This design comes from an exercise in tuning for small area, a short achievable clock period and few clock cycles per item on the open sky130 flow, not from production work.
Function was checked by simulation only, so behaviour that the tests miss may differ from the original.

**design.v**
```verilog
package instr_register_pkg;
  typedef enum logic [2:0] {
    ZERO  = 3'd0,
    PASSA = 3'd1,
    PASSB = 3'd2,
    ADD   = 3'd3,
    SUB   = 3'd4,
    MULT  = 3'd5,
    DIV   = 3'd6,
    MOD   = 3'd7
  } opcode_t;
  typedef logic signed [31:0] operand_t;
  typedef logic [4:0]         address_t;
  typedef logic signed [63:0] result_t;
  typedef struct packed {
    opcode_t  opc;
    operand_t op_a;
    operand_t op_b;
    result_t  res;
  } instruction_t;
  typedef enum logic [2:0] {
    ST_IDLE = 3'd0,
    ST_READ = 3'd1,
    ST_EXEC = 3'd2,
    ST_OUT  = 3'd3,
    ST_FIN  = 3'd4
  } exec_state_t;
  function automatic result_t sext_operand(input operand_t op);
    sext_operand = {{32{op[31]}}, op};
  endfunction
endpackage
module instr_add32 (
  input  logic [31:0] x,
  input  logic [31:0] y,
  input  logic        ci,
  output logic [31:0] s,
  output logic        co
);
  logic [32:0] c;
  assign c[0] = ci;
  genvar i;
  generate
    for (i = 0; i < 32; i = i + 1) begin : g_bit
      assign s[i]   = x[i] ^ y[i] ^ c[i];
      assign c[i+1] = (x[i] & y[i]) | (x[i] & c[i]) | (y[i] & c[i]);
    end
  endgenerate
  assign co = c[32];
endmodule
module instr_step (
  input  logic        mul,
  input  logic [31:0] x,
  input  logic [31:0] b,
  input  logic        one,
  input  logic        two,
  input  logic        neg,
  input  logic        dbit,
  output logic [31:0] xo,
  output logic [1:0]  pb,
  output logic        q
);
  logic [31:0] y, t;
  logic        y32, co, c33, t32, t33;
  assign y   = (({32{one}} & b) | ({32{two}} & {b[30:0], 1'b0})) ^ {32{neg}};
  assign y32 = (b[31] & (one | two)) ^ neg;
  instr_add32 u_add (.x(x), .y(y), .ci(neg), .s(t), .co(co));
  assign t32 = x[31] ^ y32 ^ co;
  assign c33 = (x[31] & y32) | (x[31] & co) | (y32 & co);
  assign t33 = x[31] ^ y32 ^ c33;
  assign q   = co;
  assign pb  = t[1:0];
  assign xo  = mul ? {t33, t32, t[31:2]} : {(co ? t[30:0] : x[30:0]), dbit};
endmodule
module instr_exec_seq
#(
  parameter int DIV_EN = 1
) (
  input  logic         clk,
  input  logic         reset_n,
  input  logic         start,
  input  instr_register_pkg::address_t     start_addr,
  input  logic [5:0]   count,
  output instr_register_pkg::address_t     read_pointer,
  input  instr_register_pkg::instruction_t instruction_word,
  output logic         busy,
  output logic         done,
  output logic         res_valid,
  input  logic         res_ready,
  output instr_register_pkg::address_t     res_addr,
  output instr_register_pkg::opcode_t      res_opcode,
  output instr_register_pkg::result_t      res_value,
  output logic         res_err
);
  localparam logic [3:0] LAST_DIV = 4'd10;   
  localparam logic [3:0] LAST_MUL = 4'd5;    
  logic [2:0]  cap_opc;
  logic [31:0] cap_a;
  logic [31:0] cap_b;
  logic        cap_ok;      
  logic        adv;         
  logic [5:0]  to_issue;    
  logic        it;          
  logic        post;        
  logic [3:0]  cnt;
  logic [3:0]  ext;         
  logic        bprev;       
  logic [63:0] w;
  logic [4:0]  rp;
  logic        busy_q, rv;
  logic [7:0]  rv_g;        
  logic unused_res;
  assign unused_res = ^instruction_word.res;
  assign read_pointer = rp;
  assign res_value    = w;
  logic c_pa, c_pb, c_add, c_sub, c_mul, c_dm, c_isdiv, c_mod;
  logic sa, sb;
  assign c_pa    = (cap_opc == 3'd1);
  assign c_pb    = (cap_opc == 3'd2);
  assign c_add   = (cap_opc == 3'd3);
  assign c_sub   = (cap_opc == 3'd4);
  assign c_mul   = (cap_opc == 3'd5);
  assign c_dm    = cap_opc[2] & cap_opc[1];
  assign c_isdiv = ~cap_opc[0];
  assign c_mod   = c_dm & cap_opc[0];
  assign sa      = cap_a[31];
  assign sb      = cap_b[31];
  logic [31:0] ma, mb;
  logic [32:0] ta, tb;
  assign ma = cap_a ^ {32{sa}};
  assign mb = cap_b ^ {32{sb}};
  assign ta[32] = 1'b0;
  assign tb[32] = 1'b0;
  genvar gi;
  generate
    for (gi = 31; gi >= 0; gi = gi - 1) begin : g_len
      assign ta[gi] = ta[gi+1] | ma[gi];
      assign tb[gi] = tb[gi+1] | mb[gi];
    end
  endgenerate
  logic az, bz, a_lt_b;
  assign az    = ~ta[0] & ~sa;                  
  assign bz    = (~tb[0] & ~sb) || (DIV_EN == 0);  
  assign a_lt_b = |(tb[32:1] & ~ta[31:0]);       
  logic quick;   
  assign quick = c_mul ? (az | bz) : (bz | a_lt_b);
  logic f_iter;   
  assign f_iter = instruction_word.opc[2] & (instruction_word.opc[1] | instruction_word.opc[0]);
  logic [31:0] pv;
  logic        pneg;
  assign pv   = c_isdiv ? w[35:4] : {1'b0, ext, w[63:37]};
  assign pneg = c_isdiv ? (sa ^ sb) : sa;
  logic        xa, yb, ya, sci;
  logic [31:0] sx, sy, ss;
  logic        sco, s32;
  assign xa  = ~post & (c_pa | c_add | c_sub | (c_mul & ~quick) | (c_mod & ~bz & a_lt_b));
  assign yb  = ~post & (c_pb | c_add | c_sub);
  assign ya  = ~post & c_dm & ~quick;
  assign sci = post ? pneg : (c_sub | (ya & sa));
  assign sx  = xa ? cap_a : 32'd0;
  assign sy  = (yb ? cap_b : 32'd0) | (ya ? cap_a : 32'd0) | (post ? pv : 32'd0);
  instr_add32 u_sadd (.x(sx), .y(sy ^ {32{sci}}), .ci(sci), .s(ss), .co(sco));
  assign s32 = sx[31] ^ (sy[31] & ~post) ^ sci ^ sco;   
  logic        last;
  assign last = (cnt == (c_mul ? LAST_MUL : LAST_DIV));
  logic [2:0] m0, m1, m2;    
  assign m0 = {w[1:0], bprev};
  assign m1 = w[3:1];
  assign m2 = w[5:3];
  logic o0, o1, o2, t0, t1, t2, n0, n1, n2;
  assign o0 = ~c_mul | (m0[1] ^ m0[0]);
  assign o1 = ~c_mul | (m1[1] ^ m1[0]);
  assign o2 = ~c_mul | (m2[1] ^ m2[0]);
  assign t0 = c_mul & (m0[2] ^ m0[1]) & ~(m0[1] ^ m0[0]);
  assign t1 = c_mul & (m1[2] ^ m1[1]) & ~(m1[1] ^ m1[0]);
  assign t2 = c_mul & (m2[2] ^ m2[1]) & ~(m2[1] ^ m2[0]);
  assign n0 = c_mul ? m0[2] : ~sb;
  assign n1 = c_mul ? m1[2] : ~sb;
  assign n2 = c_mul ? m2[2] : ~sb;
  logic [31:0] x0, x1, x2, x3;
  logic [1:0]  p0, p1, p2;
  logic        q0, q1, q2;
  assign x0 = {ext, w[63:36]};
  instr_step u_st0 (.mul(c_mul), .x(x0), .b(cap_b), .one(o0), .two(t0), .neg(n0), .dbit(w[35]), .xo(x1), .pb(p0), .q(q0));
  instr_step u_st1 (.mul(c_mul), .x(x1), .b(cap_b), .one(o1), .two(t1), .neg(n1), .dbit(w[34]), .xo(x2), .pb(p1), .q(q1));
  instr_step u_st2 (.mul(c_mul), .x(x2), .b(cap_b), .one(o2), .two(t2), .neg(n2), .dbit(w[33]), .xo(x3), .pb(p2), .q(q2));
  logic [30:0] rem;
  logic        fast;
  assign rem  = {ext, w[63:37]};
  assign fast = it & c_dm & (cnt <= 4'd7) & tb[9] & (&(~rem | {9'd0, tb[31:10]}));
  logic [67:0] chain;
  assign chain = c_mul ? {x3, p2, p1, p0, w[35:6]}
                       : {x3, w[32:4], q0, q1, q2, w[3:0]};
  logic [67:0] w_nx;
  always_comb begin
    if (fast)               w_nx = {rem[21:0], w[36:28], w[27:4], 9'd0, w[3:0]};
    else if (it)            w_nx = chain;
    else if (issue_i && c_dm) w_nx = {4'd0, 27'd0, s32, ss, 4'd0};
    else if (issue_i)       w_nx = {4'd0, 28'd0, {4{s32}}, ss};
    else                    w_nx = {4'd0, {32{s32}}, ss};
  end
  logic pending, issue_s, issue_i, issue, finish, consumed, stall;
  logic c_iter;
  assign stall    = rv & ~res_ready;           
  assign c_iter   = (c_mul | c_dm) & ~quick;
  assign pending  = busy_q & cap_ok & (to_issue != 6'd0) & ~it & ~post;
  assign issue_s  = pending & ~c_iter;
  assign issue_i  = pending &  c_iter;
  assign issue    = issue_s | issue_i;
  assign finish   = (it & last & c_mul) | post;
  assign consumed = issue_s | finish;
  logic penult;
  assign penult = c_mul ? (it & (cnt == LAST_MUL - 4'd1)) : (it & last);
  logic [4:0] rp_inc, rp_dec, rp_fetch, rp_go, rp_hold;
  logic       adv_go, adv_hold, ok_go, ok_hold, fetch_go;
  assign rp_inc   = rp + 5'd1;
  assign rp_dec   = rp - 5'd1;
  assign rp_fetch = f_iter ? rp : rp_inc;
  assign fetch_go = ~cap_ok | (consumed & adv);
  assign rp_go    = fetch_go ? rp_fetch :
                    consumed ? rp_inc :
                    adv      ? rp_dec :
                    penult   ? rp_inc : rp;
  assign adv_go   = fetch_go ? ~f_iter : (~consumed & ~adv & penult) ? 1'b1 : adv;
  assign ok_go    = ~cap_ok | ~(consumed ^ adv);
  assign rp_hold  = ~cap_ok ? rp_fetch : adv ? rp_dec : rp;
  assign adv_hold = ~cap_ok ? ~f_iter : adv;
  logic       fetch_sel, adv_keep;
  logic [4:0] rp_keep, rp_f1, rp_f0;
  logic       adv_f1, adv_f0;
  assign fetch_sel = stall ? ~cap_ok : fetch_go;
  assign rp_keep   = stall ? (adv ? rp_dec : rp)
                           : (consumed ? rp_inc : adv ? rp_dec : penult ? rp_inc : rp);
  assign adv_keep  = stall ? adv : ((~consumed & ~adv & penult) ? 1'b1 : adv);
  assign rp_f1     = fetch_sel ? rp     : rp_keep;
  assign rp_f0     = fetch_sel ? rp_inc : rp_keep;
  assign adv_f1    = fetch_sel ? 1'b0   : adv_keep;
  assign adv_f0    = fetch_sel ? 1'b1   : adv_keep;
  assign ok_hold  = ~cap_ok | ~adv;
  logic lastbeat;
  assign lastbeat = rv & (to_issue == 6'd0);   
  always_ff @(posedge clk or negedge reset_n) begin
    if (!reset_n) begin
      busy_q      <= 1'b0;
      done      <= 1'b0;
      rv <= 1'b0;
      it        <= 1'b0;
      post      <= 1'b0;
      cap_ok    <= 1'b0;
    end else begin
      if (!busy_q) begin
        it        <= 1'b0;
        post      <= 1'b0;
        cap_ok    <= 1'b0;
        rv <= 1'b0;
        busy_q      <= start & ~done & (count != 6'd0);
        done      <= start & ~done & (count == 6'd0);
      end else begin
        cap_ok    <= stall ? ok_hold : ok_go;
        it        <= stall ? it : (issue_i | (it & ~last));
        post      <= it & last & ~c_mul;
        rv <= stall | issue_s | finish;
        busy_q      <= ~(res_ready & lastbeat);
        done      <=   res_ready & lastbeat;
      end
    end
  end
  always_ff @(posedge clk) begin
    cap_opc <= instruction_word.opc;
    cap_a   <= instruction_word.op_a;
    cap_b   <= instruction_word.op_b;
    if (!busy_q) begin
      rp       <= start_addr;
      to_issue <= count;
    end else begin
      rp       <= f_iter ? rp_f1 : rp_f0;
      adv      <= f_iter ? adv_f1 : adv_f0;
      if (issue && !stall) to_issue <= to_issue - 6'd1;
    end
    if (issue && !stall) begin
      res_addr   <= adv ? rp_dec : rp;
      res_opcode <= instr_register_pkg::opcode_t'(cap_opc);
      res_err    <= c_dm & bz;
    end
    if (issue_i && !stall) cnt <= 4'd0;
    else if (it)           cnt <= cnt + (fast ? 4'd3 : 4'd1);
  end
  always_ff @(posedge clk or negedge reset_n) begin
    if (!reset_n) begin
      busy      <= 1'b0;
      res_valid <= 1'b0;
      rv_g      <= 8'd0;
    end else if (!busy_q) begin
      busy      <= start & ~done & (count != 6'd0);
      res_valid <= 1'b0;
      rv_g      <= 8'd0;
    end else begin
      busy      <= ~(res_ready & res_valid & (to_issue == 6'd0));
      res_valid <= (res_valid & ~res_ready) | issue_s | finish;
      rv_g      <= (rv_g & {8{~res_ready}}) | {8{issue_s | finish}};
    end
  end
  genvar gb;
  generate
    for (gb = 0; gb < 8; gb = gb + 1) begin : g_wb
      always_ff @(posedge clk) begin
        if (it || !(rv_g[gb] && !res_ready)) w[8*gb+7:8*gb] <= w_nx[8*gb+7:8*gb];
      end
    end
  endgenerate
  always_ff @(posedge clk) begin
    if (it || !(rv_g[7] && !res_ready)) ext   <= w_nx[67:64];
    if (it || !(rv_g[0] && !res_ready)) bprev <= it & w[5];
  end
endmodule
```
**config.mk**
```make
export PLATFORM = sky130hd
export DESIGN_NAME = instr_exec_seq
export DESIGN_NICKNAME = instr_exec_seq
export VERILOG_FILES = /design/flow/design.v
export SDC_FILE = /design/flow/constraint.sdc
export NUM_CORES = 8
export LEC_CHECK = 0
export CAP_MARGIN = 20
export CORE_MARGIN = 2
export CORE_UTILIZATION = 50
export CTS_BUF_LIST = sky130_fd_sc_hd__clkbuf_4 sky130_fd_sc_hd__clkbuf_8
export PLACE_DENSITY = 0.65
export SLEW_MARGIN = 20
```
**standard.sh**
```bash
#!/bin/bash
# synth_recipe.tcl (not shown) runs the flow's synth.tcl, then flattens the netlist and writes it again
# the make line also repeats each setting of config.mk as NAME=value (left out here)
make -C /OpenROAD-flow-scripts/flow DESIGN_CONFIG=/design/flow/config.mk WORK_HOME=/design/flow/orfs CLKGATE_MAP_FILE= SYNTH_SCRIPT=/design/flow/synth_recipe.tcl "${@:-finish}"
```
**constraint.sdc**
```tcl
create_clock -name core_clock -period 240.0 [get_ports {clk}]
set_input_delay 48.0000 -clock core_clock [delete_from_list [all_inputs] [get_ports {clk}]]
set_output_delay 48.0000 -clock core_clock [all_outputs]
set_load 0.01 [all_outputs]
```
**flow/run.sh**
```bash
#!/bin/bash
set -euo pipefail
bash standard.sh "BUFFER_PORTS_ARGS=-buffer_cell sky130_fd_sc_hd__buf_1" finish > flow_make.log 2>&1
```
==> out/results.tsv, run 1 <==
metric	value	unit
RSZ-0062 raised after global routing	false	
WL/cell	24.7	um
CP Max Fanout	13	
Mean Syn Cell Area	8.96	um2
Final Hold Viols	0	
final antenna-violating net count	0	
Total Neg Setup Slack	0	ns
CTS tree	built	
Clock Tree Root	clkbuf_8	
startpoint types	input pin	
layout cells sized above 1	0.0976	
CP arrival	50.26	ns
max cap viols	0	
Critical Path, Cell by Cell	buf_1 -> nor2b_1 -> o21ai_0 -> and2_1 -> or3_1 -> a22oi_1 -> xnor2_1 -> mux2_2	
Core Area	33400	um2
Post-synth EDFFs	90	
synthesized area	16900	um2
status	no timing/DRC/antenna violations	
Clock Sinks	177	
starting density of the core	0.506	
worst path bufs/invs	1	
via count	15487	
die height	188	um
CP required	240.26	ns
full die area	35300	um2
Max Clock Skew	0.0240	ns
routability cong.	0.981	
fmax	20.0	MHz
Max stage delay on crit path	0.48	ns
Synth Warn #	1	
post-CTS setup buffers	0	
CP delay by family, top	simple AND/OR/NAND/NOR gates	
synth unique cells	84	
Buffers on Ports	162	
H-Tree Depth	4	
initial antenna violation count	0	
worst setup path class	in -> reg	
All-Layer GR Usage	0.337	
io pins	227	
Die Width	188	um
post-cts resize count	0	
final wirelength	59.5	mm
total grt overflow	0	
Max-slew headroom	0.289	
number of synthesized register bits	177	
DRC	0	
P&R area growth vs syn	7.85	%
Tcrit/Tclk final	0.208	
row cnt	67	
Final Max Slew Viols	0	
largest net degree at the start of global routing	84	
min cycle time layout	50.00	ns
commonest cells after routing, fill and taps aside	261 x nand2_1, 162 x buf_1, 137 x a21oi_1, 125 x fa_1, 121 x nor2_1	
Hold Path Class	reg -> reg	
nature of the critical path endpoint	register	
final non-filler cell total	2405	
vias in the first global route	14732	
Clock transition at path regs	0.10	ns
main flop type after synthesis	edfxtp_1	
vias per cell	6.44	
Cells after DPL	2372	
syn_nets	2169	
share of Yosys cell area claimed by the top area cell type	0.160	
Syn Inst Count	1889	
hold_buf cts	0	
Num CTS Buffers	17	
Clock Tree Buf Depth	2	
sequential area share after synthesis	0.267	
area leader, netlist	edfxtp_1	
worst skew pair latency	0.52	ns
# setup viols final	0	
first-pass GRT wire length	89.8	mm
slowest cell on the critical path	nor2b_1	
synth top area cells	edfxtp_1 16%, fa_1 15%, dfxtp_1 8.4%	
final net count	2223	
commonest non-fill, non-tap cell in the layout	nand2_1	
DRT iter0 DRCs	2286	
Synth async-reset ratio	0.0904	
Slew @ Worst Pin	1.07	ns
hpwl dp	44.2	mm
drt pass-1 iters	9	
## metal layers
| layer | vias to the layer above | share of wire | routed length, um | GRT usage |
|---|---|---|---|---|
| met5 | - | 0 | 0 | 0 |
| met3 | 187 | 0.10 | 6080 | 0.0627 |
| met1 | 7480 | 0.39 | 23200 | 0.448 |
| met2 | 925 | 0.45 | 26500 | 0.518 |
| li1 | 6895 | - | - | - |
| met4 | 0 | 0.062 | 3710 | 0.191 |
## stage by stage
step | setup WS [ns] | area (um2) | hold slack, ns | util
after floorplan | 190.19 | 16900 | 0.457 | -
final | 190.00 | 18300 | 0.486 | 0.546
after detailed placement | 189.53 | 17800 | 0.474 | 0.533
after global routing | 189.89 | 18200 | 0.511 | 0.546
after CTS | 190.06 | 18200 | 0.489 | 0.546
after global placement | 189.65 | 17800 | 0.463 | 0.533
## worst reg2reg max path, delay by kind of cell, from the launching register on
kind            cells  cell delay [ns]
fa+ha+maj          91            40.36
xor+xnor            1             0.11
compound gates      9             1.46
buf+inv             7             1.94
flops               1             0.33
mux                 1             0.19
simple gates        4             1.03
## path summary, 6_finish.rpt
| kind | cells after the start | slack, ns | to | start |
|---|---|---|---|---|
| worst max-delay path | 8 | 190.00 | rp[2]$_DFFE_PP_ | res_ready |
| worst min-delay path | 1 | 0.49 | busy$_DFF_PN0_ | res_valid$_DFF_PN0_ |
| worst max register to register | 113 | 194.37 | w[63]$_DFFE_PP_ | cap_opc[0]$_DFF_P_ |
| worst min register to register | 1 | 0.49 | busy$_DFF_PN0_ | res_valid$_DFF_PN0_ |
| max in group asynchronous | 1 | 191.73 | it$_DFFE_PN0P_ | reset_n |
| min in group asynchronous | 1 | 47.62 | res_valid$_DFF_PN0_ | reset_n |
## registers in the layout, summed over array words and instances, names as in the netlist, named ones only
register / cells
cap_opc: 3
cnt: 4
rp: 5
res_opcode: 3
rv: 1
to_issue: 6
w: 64
it: 1
ext: 4
cap_a: 32
res_err: 1
busy_q: 1
busy: 1
bprev: 1
rv_g: 8
cap_b: 32
res_valid: 1
res_addr: 5
post: 1
done: 1
cap_ok: 1
## cells by family (layout without fill, tap and decap cells)
| logic type | count (synthesis) | after routing | share of synthesized area |
|---|---|---|---|
| multiplexers | 113 | 113 | 0.0694 |
| XOR/XNOR | 170 | 170 | 0.0880 |
| other | 0 | 1 | 0 |
| AO/OA/AOI/OAI | 520 | 520 | 0.223 |
| flip-flops | 177 | 177 | 0.267 |
| adder cells (fa/ha/maj) | 135 | 135 | 0.156 |
| buffers and inverters | 239 | 306 | 0.0566 |
| AND/OR/NAND/NOR | 535 | 535 | 0.140 |
## final cells by class
| class | count | area (um2) |
|---|---|---|
| Antenna cell | 1 | 2.50 |
| Sequential cell | 177 | 4530 |
| Timing Repair Buffer | 212 | 983 |
| Clock inverter | 12 | 159 |
| Tap cell | 448 | 561 |
| Multi-Input combinational cell | 1473 | 11500 |
| Fill cell | 3121 | 15200 |
| Inverter | 62 | 233 |
| Clock buffer | 20 | 256 |
## cells in the mapped netlist (all sizes together), types with 15 or more instances
master	n
nor2b	15
xnor2	63
nand3	35
nand2	262
a21oi	138
o221a	19
mux2	25
inv	60
edfxtp	90
a22oi	94
dfrtp	16
dfxtp	71
nor2	128
nor3	18
xor2	107
a222oi	30
o211ai	41
o2111ai	31
fa	128
buf	50
clkbuf	127
mux2i	88
o21ai	77
Testbench counts, summed over its fixed seeds: cycles 20,591, items 6,353.
==> inputs of run 2 (changes only) <==
--- a/design.v
+++ b/design.v
@@ -53,22 +53,28 @@
   input  logic [31:0] b,
   input  logic        one,
   input  logic        two,
+  input  logic [31:0] yo,
+  input  logic        yos,
   input  logic        neg,
   input  logic        dbit,
   output logic [31:0] xo,
   output logic [1:0]  pb,
-  output logic        q
+  output logic        q,
+  output logic [31:0] s,
+  output logic        s32
 );
   logic [31:0] y, t;
   logic        y32, co, c33, t32, t33;
-  assign y   = (({32{one}} & b) | ({32{two}} & {b[30:0], 1'b0})) ^ {32{neg}};
-  assign y32 = (b[31] & (one | two)) ^ neg;
+  assign y   = (({32{one}} & b) | ({32{two}} & {b[30:0], 1'b0}) | yo) ^ {32{neg}};
+  assign y32 = ((b[31] & (one | two)) | yos) ^ neg;
   instr_add32 u_add (.x(x), .y(y), .ci(neg), .s(t), .co(co));
   assign t32 = x[31] ^ y32 ^ co;
   assign c33 = (x[31] & y32) | (x[31] & co) | (y32 & co);
   assign t33 = x[31] ^ y32 ^ c33;
   assign q   = co;
   assign pb  = t[1:0];
+  assign s   = t;
+  assign s32 = t32;
   assign xo  = mul ? {t33, t32, t[31:2]} : {(co ? t[30:0] : x[30:0]), dbit};
 endmodule
 module instr_exec_seq
@@ -106,8 +112,7 @@
   logic        bprev;       
   logic [63:0] w;
   logic [4:0]  rp;
-  logic        busy_q, rv;
-  logic [7:0]  rv_g;        
+  logic        busy_q, rv, rv_lo, rv_hi;
   logic unused_res;
   assign unused_res = ^instruction_word.res;
   assign read_pointer = rp;
@@ -150,16 +155,12 @@
   assign pv   = c_isdiv ? w[35:4] : {1'b0, ext, w[63:37]};
   assign pneg = c_isdiv ? (sa ^ sb) : sa;
   logic        xa, yb, ya, sci;
-  logic [31:0] sx, sy, ss;
-  logic        sco, s32;
+  logic [31:0] ss;
+  logic        s32;
   assign xa  = ~post & (c_pa | c_add | c_sub | (c_mul & ~quick) | (c_mod & ~bz & a_lt_b));
   assign yb  = ~post & (c_pb | c_add | c_sub);
   assign ya  = ~post & c_dm & ~quick;
   assign sci = post ? pneg : (c_sub | (ya & sa));
-  assign sx  = xa ? cap_a : 32'd0;
-  assign sy  = (yb ? cap_b : 32'd0) | (ya ? cap_a : 32'd0) | (post ? pv : 32'd0);
-  instr_add32 u_sadd (.x(sx), .y(sy ^ {32{sci}}), .ci(sci), .s(ss), .co(sco));
-  assign s32 = sx[31] ^ (sy[31] & ~post) ^ sci ^ sco;   
   logic        last;
   assign last = (cnt == (c_mul ? LAST_MUL : LAST_DIV));
   logic [2:0] m0, m1, m2;    
@@ -180,9 +181,19 @@
   logic [1:0]  p0, p1, p2;
   logic        q0, q1, q2;
   assign x0 = {ext, w[63:36]};
-  instr_step u_st0 (.mul(c_mul), .x(x0), .b(cap_b), .one(o0), .two(t0), .neg(n0), .dbit(w[35]), .xo(x1), .pb(p0), .q(q0));
-  instr_step u_st1 (.mul(c_mul), .x(x1), .b(cap_b), .one(o1), .two(t1), .neg(n1), .dbit(w[34]), .xo(x2), .pb(p1), .q(q1));
-  instr_step u_st2 (.mul(c_mul), .x(x2), .b(cap_b), .one(o2), .two(t2), .neg(n2), .dbit(w[33]), .xo(x3), .pb(p2), .q(q2));
+  logic [31:0] sx0, syo;
+  logic        one0, two0, neg0;
+  assign sx0  = it ? x0 : (xa ? cap_a : 32'd0);
+  assign syo  = it ? 32'd0 : ((ya ? cap_a : 32'd0) | (post ? pv : 32'd0));
+  assign one0 = it ? o0 : yb;
+  assign two0 = it & t0;
+  assign neg0 = it ? n0 : sci;
+  instr_step u_st0 (.mul(c_mul), .x(sx0), .b(cap_b), .one(one0), .two(two0), .yo(syo), .yos(~it & ya & sa),
+                    .neg(neg0), .dbit(w[35]), .xo(x1), .pb(p0), .q(q0), .s(ss), .s32(s32));
+  instr_step u_st1 (.mul(c_mul), .x(x1), .b(cap_b), .one(o1), .two(t1), .yo(32'd0), .yos(1'b0),
+                    .neg(n1), .dbit(w[34]), .xo(x2), .pb(p1), .q(q1), .s(), .s32());
+  instr_step u_st2 (.mul(c_mul), .x(x2), .b(cap_b), .one(o2), .two(t2), .yo(32'd0), .yos(1'b0),
+                    .neg(n2), .dbit(w[33]), .xo(x3), .pb(p2), .q(q2), .s(), .s32());
   logic [30:0] rem;
   logic        fast;
   assign rem  = {ext, w[63:37]};
@@ -190,14 +201,6 @@
   logic [67:0] chain;
   assign chain = c_mul ? {x3, p2, p1, p0, w[35:6]}
                        : {x3, w[32:4], q0, q1, q2, w[3:0]};
-  logic [67:0] w_nx;
-  always_comb begin
-    if (fast)               w_nx = {rem[21:0], w[36:28], w[27:4], 9'd0, w[3:0]};
-    else if (it)            w_nx = chain;
-    else if (issue_i && c_dm) w_nx = {4'd0, 27'd0, s32, ss, 4'd0};
-    else if (issue_i)       w_nx = {4'd0, 28'd0, {4{s32}}, ss};
-    else                    w_nx = {4'd0, {32{s32}}, ss};
-  end
   logic pending, issue_s, issue_i, issue, finish, consumed, stall;
   logic c_iter;
   assign stall    = rv & ~res_ready;           
@@ -283,32 +286,48 @@
     end
     if (issue_i && !stall) cnt <= 4'd0;
     else if (it)           cnt <= cnt + (fast ? 4'd3 : 4'd1);
+    if (fast) begin
+      {ext, w[63:32]} <= {rem[21:0], w[36:28], w[27:23]};
+    end else if (it) begin
+      {ext, w[63:32]} <= chain[67:32];
+    end else if (!(rv_hi && !res_ready)) begin
+      ext <= 4'd0;
+      if (issue_i && c_dm)
+        w[63:32] <= {27'd0, s32, ss[31:28]};
+      else if (issue_i)
+        w[63:32] <= {28'd0, {4{s32}}};
+      else
+        w[63:32] <= {32{s32}};
+    end
+    if (fast) begin
+      w[31:0] <= {w[22:4], 9'd0, w[3:0]};
+    end else if (it) begin
+      w[31:0] <= chain[31:0];
+      bprev   <= w[5];
+    end else if (!(rv_lo && !res_ready)) begin
+      bprev <= 1'b0;
+      if (issue_i && c_dm)
+        w[31:0] <= {ss[27:0], 4'd0};
+      else
+        w[31:0] <= ss;
+    end
   end
   always_ff @(posedge clk or negedge reset_n) begin
     if (!reset_n) begin
       busy      <= 1'b0;
       res_valid <= 1'b0;
-      rv_g      <= 8'd0;
+      rv_lo     <= 1'b0;
+      rv_hi     <= 1'b0;
     end else if (!busy_q) begin
       busy      <= start & ~done & (count != 6'd0);
       res_valid <= 1'b0;
-      rv_g      <= 8'd0;
+      rv_lo     <= 1'b0;
+      rv_hi     <= 1'b0;
     end else begin
       busy      <= ~(res_ready & res_valid & (to_issue == 6'd0));
       res_valid <= (res_valid & ~res_ready) | issue_s | finish;
-      rv_g      <= (rv_g & {8{~res_ready}}) | {8{issue_s | finish}};
+      rv_lo     <= (rv_lo & ~res_ready) | issue_s | finish;
+      rv_hi     <= (rv_hi & ~res_ready) | issue_s | finish;
     end
   end
-  genvar gb;
-  generate
-    for (gb = 0; gb < 8; gb = gb + 1) begin : g_wb
-      always_ff @(posedge clk) begin
-        if (it || !(rv_g[gb] && !res_ready)) w[8*gb+7:8*gb] <= w_nx[8*gb+7:8*gb];
-      end
-    end
-  endgenerate
-  always_ff @(posedge clk) begin
-    if (it || !(rv_g[7] && !res_ready)) ext   <= w_nx[67:64];
-    if (it || !(rv_g[0] && !res_ready)) bprev <= it & w[5];
-  end
 endmodule
==> run 2 against run 1 <==
  * Still clean
  * Register-to-register slack worse by 4.7 ns
  * Die area down 5.7%
  * First-iteration DRC count down 0.74%
  * Final area down 6.7%
  * Synthesized cell count up 1.1%
  * Global-route usage up 4.6 points
  * Largest cell class unchanged
==> out/results.tsv, run 2 <==
metric	value	unit
status	no timing/DRC/antenna violations	
sequential area share after synthesis	0.269	
Buffers on Ports	162	
post-CTS setup buffers	0	
Synth Area in Compound Gates	0.262	
RSZ-0062 raised after global routing	false	
final non-filler cell total	2358	
P&R area growth vs syn	6.85	%
commonest non-fill, non-tap cell in the layout	nand2_1	
total grt overflow	0	
Worst Setup SP	res_ready	
DRT iter0 DRCs	2269	
synth top area cells	edfxtp_1 15%, fa_1 12%, dfxtp_1 10%	
vias in the first global route	14889	
commonest cells after routing, fill and taps aside	201 x nand2_1, 162 x a21oi_1, 162 x buf_1, 158 x nor2_1, 127 x o21ai_0	
Slew @ Worst Pin	1.10	ns
full die area	33300	um2
Synth Area in Simple Gates	0.176	
CP required	240.23	ns
M1 WL	24.0	mm
post-synthesis mux area share	0.0312	
routability cong.	0.964	
via count	16194	
highest routed layer	met5	
Synth Warn #	1	
min cycle time layout	50.45	ns
Max-slew headroom	0.264	
Clock Sinks	171	
Post-synth EDFFs	81	
syn_nets	2161	
final worst slack	189.55	ns
startpoint types	input pin	
row cnt	65	
share of Yosys cell area claimed by the top area cell type	0.153	
combinational family with the most area after synthesis	compound AO/OA/AOI/OAI gates	
H-Tree Depth	4	
Cells after DPL	2326	
DR WL met2	28.4	mm
pre-CTS WS	189.04	ns
starting density of the core	0.506	
max cap viols	0	
final antenna-violating net count	0	
count leader, synth	nand2_1	
hpwl dp	45.6	mm
Clock Tree Root	clkbuf_8	
Synth top cells by count	202 x nand2_1, 165 x a21oi_1, 159 x nor2_1	
post-cts resize count	0	
DRC	0	
synth unique cells	87	
Total Neg Setup Slack	0	ns
synthesized area	15900	um2
nature of the critical path endpoint	register	
Fill cells	2982	
final wirelength	64.3	mm
reg2reg start	cap_b[31]$_DFF_P_	
fin area	17000	um2
WL/cell	27.3	um
Final Max Slew Viols	0	
Clock Tree Buf Depth	2	
worst skew pair latency	0.54	ns
Finished Core Util	0.541	
Die Width	183	um
All-Layer GR Usage	0.383	
die height	183	um
reg-to-reg critical path endpoint	ext[2]$_DFFE_PP_	
number of synthesized register bits	171	
ANT cells	0	
main flop type after synthesis	edfxtp_1	
Syn Inst Count	1910	
# setup viols final	0	
CP endpoint	w[1]$_DFFE_PP_	
worst setup path class	in -> reg	
Max Clock Skew	0.0301	ns
initial antenna violation count	1	
Tcrit/Tclk final	0.210	
hold_buf cts	0	
Largest regs	w x64, cap_a x32, cap_b x32	
dpl cell area	16600	um2
first-pass GRT wire length	95.5	mm
io pins	227	
CP Max Fanout	27	
Largest register FFs	64	
Hold Crit Depth	0	
WL met3	8.10	mm
Synth async-reset ratio	0.0585	
drt pass-1 iters	6	
vias per cell	6.87	
fmax	19.8	MHz
Clock transition at path regs	0.11	ns
r2r setup slk	189.63	ns
largest net degree at the start of global routing	79	
XOR/XNOR share of the synthesized area	0.0764	
area leader, netlist	edfxtp_1	
layout cells sized above 1	0.0593	
R2R cell count	125	
Top reg by flops	w	
final net count	2194	
Final Hold Viols	0	
CTS tree	built	
Core Area	31500	um2
Hold Path Class	reg -> reg	
CP arrival	50.67	ns
Num CTS Buffers	17	
Synth Area in Adders	0.129	
Mean Syn Cell Area	8.34	um2
==> run 2: cell count changes after synthesis, moves of 29 or more <==
cell / change
o21ai_0: +58
fa_1: -30
xor2_1: -29
a221oi_1: +58
a222oi_1: -29
mux2i_1: -50
nor2_1: +33
nand2_1: -60
a22o_1: +30
==> run 2: worst min-delay path by stage <==
stage / from / to / slack, ns
after global placement: done$_DFF_PN0_ / done$_DFF_PN0_ / 0.46
after floorplan: cap_opc[0]$_DFF_P_ / res_opcode[0]$_DFFE_PP_ / 0.46
after detailed placement: cap_opc[0]$_DFF_P_ / res_opcode[0]$_DFFE_PP_ / 0.47
after global routing: cap_opc[0]$_DFF_P_ / res_opcode[0]$_DFFE_PP_ / 0.50
after CTS: cap_opc[0]$_DFF_P_ / res_opcode[0]$_DFFE_PP_ / 0.49
final: cap_opc[0]$_DFF_P_ / res_opcode[0]$_DFFE_PP_ / 0.50
==> run 2: per-stage QoR <==
| stage | hold WS [ns] |
|---|---|
| after floorplan | 0.464 |
| after detailed placement | 0.468 |
| final | 0.498 |
| after CTS | 0.493 |
| after global routing | 0.502 |
| after global placement | 0.461 |
==> run 2: area by class of cell <==
cell class / instances / area, um2 / area share
clock inverter: 12 / 126 / 0.00742
multi-input combinational: 1518 / 10800 / 0.636
timing repair buffer: 199 / 886 / 0.0520
inverter: 36 / 135 / 0.00794
tap: 402 / 503 / 0.0295
clock buffer: 20 / 263 / 0.0154
sequential: 171 / 4290 / 0.252
==> run 2: worst max-delay path: stages <==
cell	delay [ns]
buf_1	0.14
nand2b_1	0.27
nor2_1	0.52
clkinv_1	1.00
nand2_1	0.55
a21oi_1	0.18
==> run 2: logic make-up (layout without fill, tap and decap cells) <==
logic type,Yosys count,in the layout
mux,46,46
compound gates,631,631
xor+xnor,139,139
buf+inv,221,267
flops,171,171
simple gates,597,597
fa+ha+maj,105,105
==> run 2: layer usage <==
layer | track usage | up-vias
met4 | 0.214 | 2
li1 | - | 7024
met2 | 0.578 | 1203
met5 | 0 | -
met3 | 0.0928 | 208
met1 | 0.506 | 7757
Testbench counts of run 2, summed over its fixed seeds: cycles 20,591, items 6,353.
==> inputs of run 3 (changes only) <==
--- a/design.v
+++ b/design.v
@@ -29,7 +29,9 @@
     sext_operand = {{32{op[31]}}, op};
   endfunction
 endpackage
-module instr_add32 (
+module instr_add32 #(
+  parameter int FAST = 0
+) (
   input  logic [31:0] x,
   input  logic [31:0] y,
   input  logic        ci,
@@ -37,17 +39,28 @@
   output logic        co
 );
   logic [32:0] c;
+  logic [31:0] p, g;
   assign c[0] = ci;
+  assign p    = x ^ y;
+  assign g    = x & y;
   genvar i;
   generate
-    for (i = 0; i < 32; i = i + 1) begin : g_bit
+    for (i = 0; i < 32 - FAST; i = i + 1) begin : g_rip
       assign s[i]   = x[i] ^ y[i] ^ c[i];
       assign c[i+1] = (x[i] & y[i]) | (x[i] & c[i]) | (y[i] & c[i]);
     end
+    for (i = 32 - FAST; i < 32; i = i + 2) begin : g_cla
+      assign c[i+1] = g[i] | (p[i] & c[i]);
+      assign c[i+2] = g[i+1] | (p[i+1] & g[i]) | (p[i+1] & p[i] & c[i]);
+      assign s[i]   = p[i] ^ c[i];
+      assign s[i+1] = p[i+1] ^ c[i+1];
+    end
   endgenerate
   assign co = c[32];
 endmodule
-module instr_step (
+module instr_step #(
+  parameter int FAST = 0
+) (
   input  logic        mul,
   input  logic [31:0] x,
   input  logic [31:0] b,
@@ -67,7 +80,7 @@
   logic        y32, co, c33, t32, t33;
   assign y   = (({32{one}} & b) | ({32{two}} & {b[30:0], 1'b0}) | yo) ^ {32{neg}};
   assign y32 = ((b[31] & (one | two)) | yos) ^ neg;
-  instr_add32 u_add (.x(x), .y(y), .ci(neg), .s(t), .co(co));
+  instr_add32 #(.FAST(FAST)) u_add (.x(x), .y(y), .ci(neg), .s(t), .co(co));
   assign t32 = x[31] ^ y32 ^ co;
   assign c33 = (x[31] & y32) | (x[31] & co) | (y32 & co);
   assign t33 = x[31] ^ y32 ^ c33;
@@ -192,7 +205,7 @@
                     .neg(neg0), .dbit(w[35]), .xo(x1), .pb(p0), .q(q0), .s(ss), .s32(s32));
   instr_step u_st1 (.mul(c_mul), .x(x1), .b(cap_b), .one(o1), .two(t1), .yo(32'd0), .yos(1'b0),
                     .neg(n1), .dbit(w[34]), .xo(x2), .pb(p1), .q(q1), .s(), .s32());
-  instr_step u_st2 (.mul(c_mul), .x(x2), .b(cap_b), .one(o2), .two(t2), .yo(32'd0), .yos(1'b0),
+  instr_step #(.FAST(8)) u_st2 (.mul(c_mul), .x(x2), .b(cap_b), .one(o2), .two(t2), .yo(32'd0), .yos(1'b0),
                     .neg(n2), .dbit(w[33]), .xo(x3), .pb(p2), .q(q2), .s(), .s32());
   logic [30:0] rem;
   logic        fast;
--- a/config.mk
+++ b/config.mk
@@ -8,6 +8,6 @@
 export CAP_MARGIN = 20
 export CORE_MARGIN = 2
 export CORE_UTILIZATION = 50
-export CTS_BUF_LIST = sky130_fd_sc_hd__clkbuf_4 sky130_fd_sc_hd__clkbuf_8
+export CTS_BUF_LIST = sky130_fd_sc_hd__clkbuf_8
 export PLACE_DENSITY = 0.65
 export SLEW_MARGIN = 20
==> run 3 against run 2 <==
  * Synthesized area grew 0.81%
  * First-iteration DRC count grew 27%
  * Still clean on timing, DRC and antenna
  * Wire length grew 8.5%
  * Via count grew 3.0%
  * Highest routed layer is now met4
  * Die area grew 0.79%
==> out/results.tsv, run 3 <==
metric	value	unit
status	no timing/DRC/antenna violations	
Largest regs	w x64, cap_a x32, cap_b x32	
startpoint types	input pin	
io pins	227	
synth top area cells	edfxtp_1 15%, fa_1 11%, dfxtp_1 10%	
DRC	0	
Final Hold Viols	0	
CP required	240.29	ns
Finished Core Util	0.542	
post-cts resize count	0	
min cycle time layout	50.32	ns
first-pass GRT wire length	102	mm
Tcrit/Tclk final	0.210	
Clock Tree Buf Depth	2	
Top reg by flops	w	
RSZ-0062 raised after global routing	false	
Slew @ Worst Pin	1.02	ns
area leader, netlist	edfxtp_1	
largest net degree at the start of global routing	64	
synth unique cells	81	
sequential area share after synthesis	0.267	
Total Neg Setup Slack	0	ns
dpl cell area	16800	um2
Clock transition at path regs	0.10	ns
routability cong.	1.04	
final antenna-violating net count	0	
count leader, synth	nand2_1	
worst skew pair latency	0.55	ns
worst setup path class	in -> reg	
total grt overflow	0	
Max Clock Skew	0.0288	ns
Buffers on Ports	162	
row cnt	65	
DRT iter0 DRCs	2872	
commonest non-fill, non-tap cell in the layout	nand2_1	
Synth Warn #	1	
All-Layer GR Usage	0.416	
via count	16678	
P&R area growth vs syn	6.71	%
final net count	2203	
vias in the first global route	15272	
full die area	33600	um2
nature of the critical path endpoint	register	
WL/cell	29.5	um
number of synthesized register bits	171	
Clock Tree Root	clkbuf_8	
vias per cell	7.05	
Final Max Slew Viols	0	
Clock Sinks	171	
die height	183	um
Synth top cells by count	217 x nand2_1, 189 x nor2_1, 162 x a21oi_1	
CP arrival	50.61	ns
Post-synth EDFFs	81	
CTS tree	built	
Max-slew headroom	0.321	
fin area	17100	um2
max cap viols	0	
fmax	19.9	MHz
drt pass-1 iters	8	
commonest cells after routing, fill and taps aside	216 x nand2_1, 185 x nor2_1, 162 x buf_1, 160 x a21oi_1, 112 x xor2_1	
Mean Syn Cell Area	8.39	um2
hold_buf cts	0	
Num CTS Buffers	17	
final wirelength	69.8	mm
initial antenna violation count	1	
post-CTS setup buffers	0	
Die Width	183	um
share of Yosys cell area claimed by the top area cell type	0.151	
Hold Path Class	reg -> reg	
layout cells sized above 1	0.0576	
synthesized area	16100	um2
Synth async-reset ratio	0.0585	
main flop type after synthesis	edfxtp_1	
hpwl dp	50.6	mm
H-Tree Depth	4	
Largest register FFs	64	
# setup viols final	0	
Core Area	31600	um2
Syn Inst Count	1914	
CP Max Fanout	28	
syn_nets	2168	
starting density of the core	0.508	
## run 3: per-stage QoR
stage          std cells  hold WS [ns]  worst slack (ns)
2_1_floorplan       1914         0.406            189.97
3_3_place_gp        2332         0.460            189.27
6_report            2365         0.488            189.68
3_5_place_dp        2332         0.479            189.20
5_1_grt             2364         0.523            189.59
4_1_cts             2364         0.492            189.75
## run 3: kinds of logic after synthesis
kind of cell	after synthesis	share of synthesized area
multiplexers	60	0.0375
AO/OA/AOI/OAI	617	0.264
adder cells (fa/ha/maj)	108	0.127
buffers and inverters	227	0.0601
AND/OR/NAND/NOR	586	0.166
flip-flops	171	0.267
XOR/XNOR	145	0.0791
## run 3: final timing paths
kind / startpoint / to / slack, ns / cells after the start
worst max-delay path: res_ready / w[1]$_DFFE_PP_ / 189.68 / 7
worst min-delay path: done$_DFF_PN0_ / done$_DFF_PN0_ / 0.49 / 1
worst max register to register: cap_a[31]$_DFF_P_ / w[55]$_DFFE_PP_ / 190.55 / 120
worst min register to register: done$_DFF_PN0_ / done$_DFF_PN0_ / 0.49 / 1
max in group asynchronous: reset_n / it$_DFFE_PN0P_ / 192.19 / 1
min in group asynchronous: reset_n / busy_q$_DFF_PN0_ / 47.41 / 1
## run 3: cell type report
cell class / instances / area [um2]
fill: 3010 / 14500
multi-input combinational: 1516 / 10900
sequential: 171 / 4290
timing repair buffer: 207 / 946
tap: 402 / 503
clock buffer: 18 / 248
inverter: 36 / 140
clock inverter: 14 / 120
antenna: 1 / 2.50
## run 3: per-layer routing
layer  vias up  global-route usage  share of wire  routed length [um]
li1       7065                   -              -                   -
met1      8007               0.553           0.38               26600
met2      1348               0.602           0.41               28900
met3       258               0.152           0.15               10500
met4         0               0.190          0.053                3710
met5         -                   0              0                   0
## run 3: critical path, stage by stage
cell and delay [ns]:
buf_1 0.08, inv_1 0.17, nand2_1 0.15, nor2_1 0.60, clkinv_1 0.97, nand2_1 0.47, nor2_1 0.16
Testbench counts of run 3, summed over its fixed seeds: cycles 20,591, items 6,353.
==> inputs of run 4 (changes only) <==
--- a/config.mk
+++ b/config.mk
@@ -8,6 +8,6 @@
 export CAP_MARGIN = 20
 export CORE_MARGIN = 2
 export CORE_UTILIZATION = 50
-export CTS_BUF_LIST = sky130_fd_sc_hd__clkbuf_8
+export CTS_BUF_LIST = sky130_fd_sc_hd__clkbuf_4 sky130_fd_sc_hd__clkbuf_8
 export PLACE_DENSITY = 0.65
 export SLEW_MARGIN = 20
==> run 4 against run 3 <==
  * Wire length hardly changed
  * First-iteration DRC count is 2.0% lower
  * Utilization about the same
  * Flip-flop and latch count did not move
  * Final area about the same
  * Synthesized cell count unchanged
  * Global-route usage grew 0.10 points
==> out/results.tsv, run 4 <==
metric	value	unit
final antenna-violating net count	0	
CP Max Fanout	28	
io pins	227	
final wirelength	69.8	mm
commonest cells after routing, fill and taps aside	216 x nand2_1, 185 x nor2_1, 162 x buf_1, 160 x a21oi_1, 112 x xor2_1	
synth unique cells	81	
Largest regs	w x64, cap_a x32, cap_b x32	
area leader, netlist	edfxtp_1	
DRT iter0 DRCs	2815	
slowest cell on the critical path	clkinv_1	
DRC	0	
Clock Sinks	171	
Num CTS Buffers	17	
CP arrival	50.59	ns
M1 WL	26.2	mm
synth top area cells	edfxtp_1 15%, fa_1 11%, dfxtp_1 10%	
hold_buf cts	0	
Core Area	31600	um2
Total Neg Setup Slack	0	ns
max cap viols	0	
post-CTS setup buffers	0	
vias per cell	7.05	
row cnt	65	
final worst slack	189.70	ns
# setup viols final	0	
vias in the first global route	15268	
first-pass GRT wire length	102	mm
Synth Warn #	1	
Post-synth EDFFs	81	
Hold Path Class	reg -> reg	
status	no timing/DRC/antenna violations	
P&R area growth vs syn	6.73	%
Final Max Slew Viols	0	
initial antenna violation count	1	
Clock transition at path regs	0.10	ns
routability cong.	1.04	
Max Clock Skew	0.0325	ns
share of Yosys cell area claimed by the top area cell type	0.151	
Synth top cells by count	217 x nand2_1, 189 x nor2_1, 162 x a21oi_1	
Synth async-reset ratio	0.0585	
Max-slew headroom	0.319	
RSZ-0062 raised after global routing	false	
Tcrit/Tclk final	0.210	
synthesized area	16100	um2
full die area	33600	um2
nature of the critical path endpoint	register	
startpoint types	input pin	
WL/cell	29.5	um
Buffers on Ports	162	
total grt overflow	0	
min cycle time layout	50.30	ns
final net count	2203	
Critical Path, Cell by Cell	buf_1 -> inv_1 -> nand2_1 -> nor2_1 -> clkinv_1 -> nand2_1 -> nor2_1	
pre-CTS WS	189.20	ns
H-Tree Depth	4	
CTS tree	built	
Clock Tree Buf Depth	2	
WL met3	11.0	mm
fmax	19.9	MHz
die height	183	um
worst setup path class	in -> reg	
Largest register FFs	64	
sequential area share after synthesis	0.267	
Finished Core Util	0.542	
Slew @ Worst Pin	1.02	ns
syn_nets	2168	
via count	16667	
All-Layer GR Usage	0.417	
largest net degree at the start of global routing	64	
Max stage delay on crit path	0.96	ns
CP required	240.29	ns
count leader, synth	nand2_1	
highest routed layer	met4	
Syn Inst Count	1914	
Final Hold Viols	0	
Top reg by flops	w	
worst skew pair latency	0.56	ns
post-cts resize count	0	
commonest non-fill, non-tap cell in the layout	nand2_1	
worst path bufs/invs	3	
layout cells sized above 1	0.0581	
Fill cells	3010	
Die Width	183	um
CP delay by family, top	simple AND/OR/NAND/NOR gates	
starting density of the core	0.508	
hpwl dp	50.6	mm
number of synthesized register bits	171	
drt pass-1 iters	9	
Clock Tree Root	clkbuf_8	
DR WL met2	29.0	mm
main flop type after synthesis	edfxtp_1	
Mean Syn Cell Area	8.39	um2
-- run 4: path summary, 6_finish.rpt --
| path | startpoint | endpoint | slack, ns | cells after the start |
|---|---|---|---|---|
| min in group asynchronous | reset_n | busy_q$_DFF_PN0_ | 47.40 | 1 |
| worst max-delay path | res_ready | w[1]$_DFFE_PP_ | 189.70 | 7 |
| worst min-delay path | done$_DFF_PN0_ | done$_DFF_PN0_ | 0.49 | 1 |
| worst min register to register | done$_DFF_PN0_ | done$_DFF_PN0_ | 0.49 | 1 |
| worst max register to register | cap_a[31]$_DFF_P_ | w[55]$_DFFE_PP_ | 190.54 | 120 |
| max in group asynchronous | reset_n | it$_DFFE_PN0P_ | 192.20 | 1 |
-- run 4: metrics by stage --
stage | hold WS [ns] | std cells | instance area [um2]
finish | 0.488 | 2365 | 17100
global route | 0.523 | 2364 | 17100
CTS | 0.492 | 2364 | 17100
detailed placement | 0.479 | 2332 | 16800
global placement | 0.460 | 2332 | 16800
floorplan | 0.406 | 1914 | 16100
-- run 4: cell families after synthesis --
family | count (synthesis) | share of synthesized area
AO/OA/AOI/OAI | 617 | 0.264
XOR/XNOR | 145 | 0.0791
adder cells (fa/ha/maj) | 108 | 0.127
buffers and inverters | 227 | 0.0601
flip-flops | 171 | 0.267
multiplexers | 60 | 0.0375
AND/OR/NAND/NOR | 586 | 0.166
-- run 4: layout make-up --
| class | instances | area (um2) | share of cell area |
|---|---|---|---|
| antenna | 1 | 2.50 | 0.000146 |
| multi-input combinational | 1516 | 10900 | 0.635 |
| tap | 402 | 503 | 0.0293 |
| clock inverter | 13 | 116 | 0.00679 |
| sequential | 171 | 4290 | 0.250 |
| clock buffer | 19 | 255 | 0.0149 |
| timing repair buffer | 207 | 946 | 0.0552 |
| inverter | 36 | 140 | 0.00817 |
-- run 4: worst register-to-register path, delay by kind of cell (launching register included) --
kind | cells | cell delay [ns]
AO/OA/AOI/OAI | 17 | 4.64
XOR/XNOR | 2 | 0.60
adder cells (fa/ha/maj) | 85 | 39.99
buffers and inverters | 7 | 1.44
flip-flops | 1 | 0.30
AND/OR/NAND/NOR | 9 | 2.40
-- run 4: per-layer routing --
metal  vias to the layer above  track usage
met1                      7955        0.553
li1                       7060            -
met2                      1417        0.605
met5                         -            0
met4                         0        0.190
met3                       235        0.154

==> re-timing with driven ports <==
No port has a modelled driver above. Below, the same layouts with a new extraction and two added sets of constraints. Step 1 assumes that a clkbuf_16 drives the clock port and a buf_2 every other input. Step 2 times the ports against the registers' clock, not the clock port: input delays grow and output delays shrink by t, the midpoint of the rising clock arrivals with the driver on. a / b / c = ideal / step 1 / step 2; a / b = the first two.
run | shift t [ns] | slack for setup (ns) | latest minus earliest clock arrival (ns) | slew at the worst register clock pin (ns) | pins driven straight from the clock port
run 1 | 0.559 | 189.998 / 190.033 / 189.473 | 0.025 / 0.024 | 0.11 / 0.11 | 1
run 2 | 0.571 | 189.553 / 189.574 / 189.003 | 0.030 / 0.030 | 0.13 / 0.13 | 1
run 3 | 0.585 | 189.677 / 189.703 / 189.118 | 0.029 / 0.029 | 0.11 / 0.11 | 1
run 4 | 0.593 | 189.698 / 189.723 / 189.131 | 0.033 / 0.033 | 0.12 / 0.12 | 1
After both steps setup and hold are still met in every run listed. The setup slack of run 4, which loses most, moves by +0.025 ns with the drivers and by -0.567 ns with both steps.
